This is an optimization exercise on Yosys and OpenROAD, whose aim is small area, a short achievable clock period and few clock cycles per item, not a production implementation.
RTL that was checked went through simulation tests only; none was proved equivalent to the original.
Power and IR drop assume default switching activity.

==> flow/design.v (excerpt) <==
module tone_pattern_sequencer_top (
  input  wire logic                  clk_i,
  input  wire logic                  rst_ni,
  input  wire logic                  in_valid_i,
  output logic                       in_stall_o,
  input  wire logic [2:0]            operation_i,
  input  wire logic [TIME_BITS-1:0]  now_ms_i,
  input  wire logic [3:0]            pattern_id_i,
  input  wire logic [15:0]           custom_freq_hz_i,
  input  wire logic [15:0]           custom_duty_i,
  input  wire logic [15:0]           custom_length_ms_i,
  input  wire logic                  enable_value_i,
  output logic                       out_valid_o,
  input  wire logic                  out_stall_i,
  output logic                       tone_on_o,
  output logic [FREQ_BITS-1:0]       tone_freq_hz_o,
  output logic [DUTY_BITS-1:0]       tone_duty_o,
  output logic                       busy_res_o,
  input  wire logic                  cfg_valid_i,
  output logic                       cfg_ready_o,
  input  wire logic [1:0]            cfg_index_i,
  input  wire logic [CFG_DATA_W-1:0] cfg_data_i
);
==> flow/config.mk <==
export PLATFORM = sky130hd
export DESIGN_NAME = tone_pattern_sequencer_top
export DESIGN_NICKNAME = tone_pattern_sequencer_top
export VERILOG_FILES = /design/flow/design.v
export SDC_FILE = /design/flow/constraint.sdc
export NUM_CORES = 4
export LEC_CHECK = 0
export CAP_MARGIN = 20
export CORE_MARGIN = 2
export CORE_UTILIZATION = 40
export SETUP_SLACK_MARGIN = 3.0
export SLEW_MARGIN = 20
export TNS_END_PERCENT = 5
==> flow/constraint.sdc <==
create_clock -name core_clock -period 5.5 [get_ports {clk_i}]
set_input_delay 1.1000 -clock core_clock [delete_from_list [all_inputs] [get_ports {clk_i}]]
set_output_delay 1.1000 -clock core_clock [all_outputs]
set_load 0.01 [all_outputs]
standard.sh (not shown) runs the stock make flow with config.mk's settings and CLKGATE_MAP_FILE= SYNTH_SCRIPT=/design/flow/synth_recipe.tcl, a recipe that flattens the netlist after the stock synthesis.
==> flow/flow/run.sh <==
#!/bin/bash
# The standard layout (the standard.sh, unchanged synthesis and steps),
# with the port buffers made from the smallest plain buffer cell.
export BUFFER_PORTS_ARGS="-buffer_cell sky130_fd_sc_hd__buf_1"
bash standard.sh > standard.log 2>&1
Next try:
--- a/flow/design.v
+++ b/flow/design.v
@@ -249,92 +249,99 @@
         e[i] = e[2*i+1] & e[2*i];
       end
     end
     ge_32 = g[0] | e[0];
   endfunction
   logic           en_q, en_d;
   logic           cust_q, cust_d;
   logic           on_q, on_d;
   logic [4:0]     ev_q, ev_d;
+  logic [6:0]     nd_q, nd_d;
   tps_pkg::time_t due_q, due_d;
   tps_pkg::time_t start_q, start_d;
   tps_pkg::freq_t freq_q, freq_d;
   tps_pkg::duty_t duty_q, duty_d;
   logic           is_wait, ends;
   logic [15:0]    rep;
   logic           ge;
   tps_pkg::time_t now_plus, next_rep;
   logic           cust_zero;
   tps_pkg::pat_t  new_pat;
   logic           op_tick, op_start, op_cust, op_stop, op_en;
   logic           t_begin;
   tps_pkg::step_t tstp, sstp;
   tps_pkg::freq_t tfreq, sfreq;
   tps_pkg::duty_t tduty, sduty, cduty;
   logic           ton, son;
   logic [7:0]     sdur;
+  tps_pkg::step_t astp, bstp;
   tps_pkg::step_t dstp;
   assign op_tick  = (operation_i == OP_TICK);
   assign op_start = (operation_i == OP_START);
   assign op_cust  = (operation_i == OP_CUSTOM);
   assign op_stop  = (operation_i == OP_STOP);
   assign op_en    = (operation_i == OP_ENABLE);
   assign is_wait  = (ev_q == EV_R6) || (ev_q == EV_R7);
   assign ends     = ((ev_q == EV_R6) && !wnz_i) || ((ev_q == EV_R7) && !enz_i);
-  assign rep      = (ev_q == EV_E7) ? cfg_i.error_repeat_ms : cfg_i.warning_repeat_ms;
+  assign rep      = ev_q[2] ? cfg_i.warning_repeat_ms : cfg_i.error_repeat_ms;
   assign next_rep = add_16(start_q, rep);
   assign cust_zero = (cust_freq_i == '0) || (cust_duty_i == '0) || (cust_len_i == '0);
   assign new_pat   = pattern_id_i[3] ? PAT_NONE : pattern_id_i[2:0];
   assign ge = ge_32(now_i, due_q);
   assign tstp    = ev_step(ev_q);
+  assign astp    = ev_step(ev_after(ev_q, 1'b1, 1'b1));
+  assign bstp    = ev_step(ev_start(pattern_id_i[2:0]));
   assign t_begin = (tstp.dur != '0) && !ends;
   assign tduty   = (tstp.level == tps_pkg::LVL_NORMAL) ? cfg_i.normal_duty :
                    (tstp.level == tps_pkg::LVL_STRONG) ? cfg_i.strong_duty : '0;
   assign ton     = (tstp.freq != '0) && (tduty != '0) && !ends;
   assign tfreq   = ton ? tstp.freq : '0;
   assign sstp  = first_step(new_pat);
   assign sduty = (sstp.level == tps_pkg::LVL_NORMAL) ? cfg_i.normal_duty :
                  (sstp.level == tps_pkg::LVL_STRONG) ? cfg_i.strong_duty : '0;
   assign son   = (sstp.freq != '0) && (sduty != '0);
   assign sfreq = son ? sstp.freq : '0;
   assign cduty = (|cust_duty_i[15:10]) ? 10'h3FF : cust_duty_i[9:0];
   assign dstp     = first_step(pattern_id_i[2:0]);
   assign sdur     = dstp.dur;
   assign now_plus = add_16(now_i, operation_i[1] ? cust_len_i :
-                                  operation_i[0] ? 16'(sdur) : 16'(tstp.dur));
+                                  operation_i[0] ? 16'(sdur) : 16'(nd_q));
   always_comb begin
     en_d    = en_q;
     cust_d  = cust_q;
     on_d    = on_q;
     ev_d    = ev_q;
+    nd_d    = nd_q;
     due_d   = due_q;
     start_d = start_q;
     freq_d  = freq_q;
     duty_d  = duty_q;
     if (take_i) begin
       if (op_tick) begin
         if (ends) ev_d = EV_IDLE;
         if (ge) begin
           cust_d = 1'b0;
           ev_d   = ev_after(ev_q, wnz_i, enz_i);
+          nd_d   = astp.dur[6:0];
           on_d   = ton;
           freq_d = tfreq;
           duty_d = ton ? tduty : '0;
           due_d  = t_begin ? now_plus : next_rep;
-          if (is_wait) start_d = now_i;
         end
+        if (is_wait) start_d = now_i;
       end
       if (op_start) begin
         due_d   = now_plus;
         start_d = now_i;
         if (en_q) begin
           cust_d = 1'b0;
           ev_d   = ev_start(new_pat);
+          nd_d   = bstp.dur[6:0];
           on_d   = son;
           freq_d = sfreq;
           duty_d = son ? sduty : '0;
         end
       end
       if (op_cust) begin
         due_d = now_plus;
         if (en_q) begin
           ev_d   = EV_IDLE;
@@ -366,18 +373,19 @@
       en_q   <= en_d;
       cust_q <= cust_d;
       on_q   <= on_d;
       ev_q   <= ev_d;
       freq_q <= freq_d;
       duty_q <= duty_d;
     end
   end
   always_ff @(posedge clk_i) begin
+    nd_q    <= nd_d;
     due_q   <= due_d;
     start_q <= start_d;
   end
   assign tone_on_o = on_q;
   assign freq_o    = freq_q;
   assign duty_o    = duty_q;
   assign busy_o    = cust_q || (ev_q != EV_IDLE && !ends);
 endmodule
 `default_nettype wire
Combinational power goes down by about 10%.
Worst setup slack is better by 140 ps.
Routed wire length goes down by 7.5%.
Final area goes down by 0.86%.
Via count goes down by 6.1%.
Critical path depth goes up by 1.
Core utilization goes down by 1.2 points.
Die area barely changes.
Worst hold slack is worse by 25 ps.
Clock skew goes down by 7.7 ps.
Flip-flop and latch count goes up by 7.
Sequential share of layout area goes up by 1.9 points.
Sequential power goes up by about 3%.
Testbench counts after the change, summed over its fixed seeds: cycles 8,008, items 8,000.
Function not checked in the first run of this note: the RTL went through the layout flow alone.

==> re-timing with driven ports <==
The flow's constraints put no driver on any port. The routed layouts listed below were extracted and timed again, unchanged, in two steps. Step 1 assumes that a clkbuf_16 drives the clock port and a buf_2 every other input. Step 2 adds t to the input delays and takes it off the output delays; t is the mean of the earliest and latest rising clock arrival at the registers after step 1. Input paths then give back, and output paths get back, about the clock's delay inside the block. Slacks: no drivers / after step 1 / after step 2; pairs: no drivers / after step 1.
run	shift t [ns]	setup slack, ns	hold slack, ns	latest minus earliest clock arrival (ns)
the first run	0.482	1.784 / 1.784 / 1.340	0.500 / 0.500 / 0.500	0.025 / 0.026
the second run	0.480	1.926 / 1.891 / 1.411	0.474 / 0.474 / 0.474	0.018 / 0.018
After both steps every run listed still meets setup and hold. For the second run, which loses most, drivers alone change the setup slack by -0.035 ns; drivers and shift together by -0.515 ns.
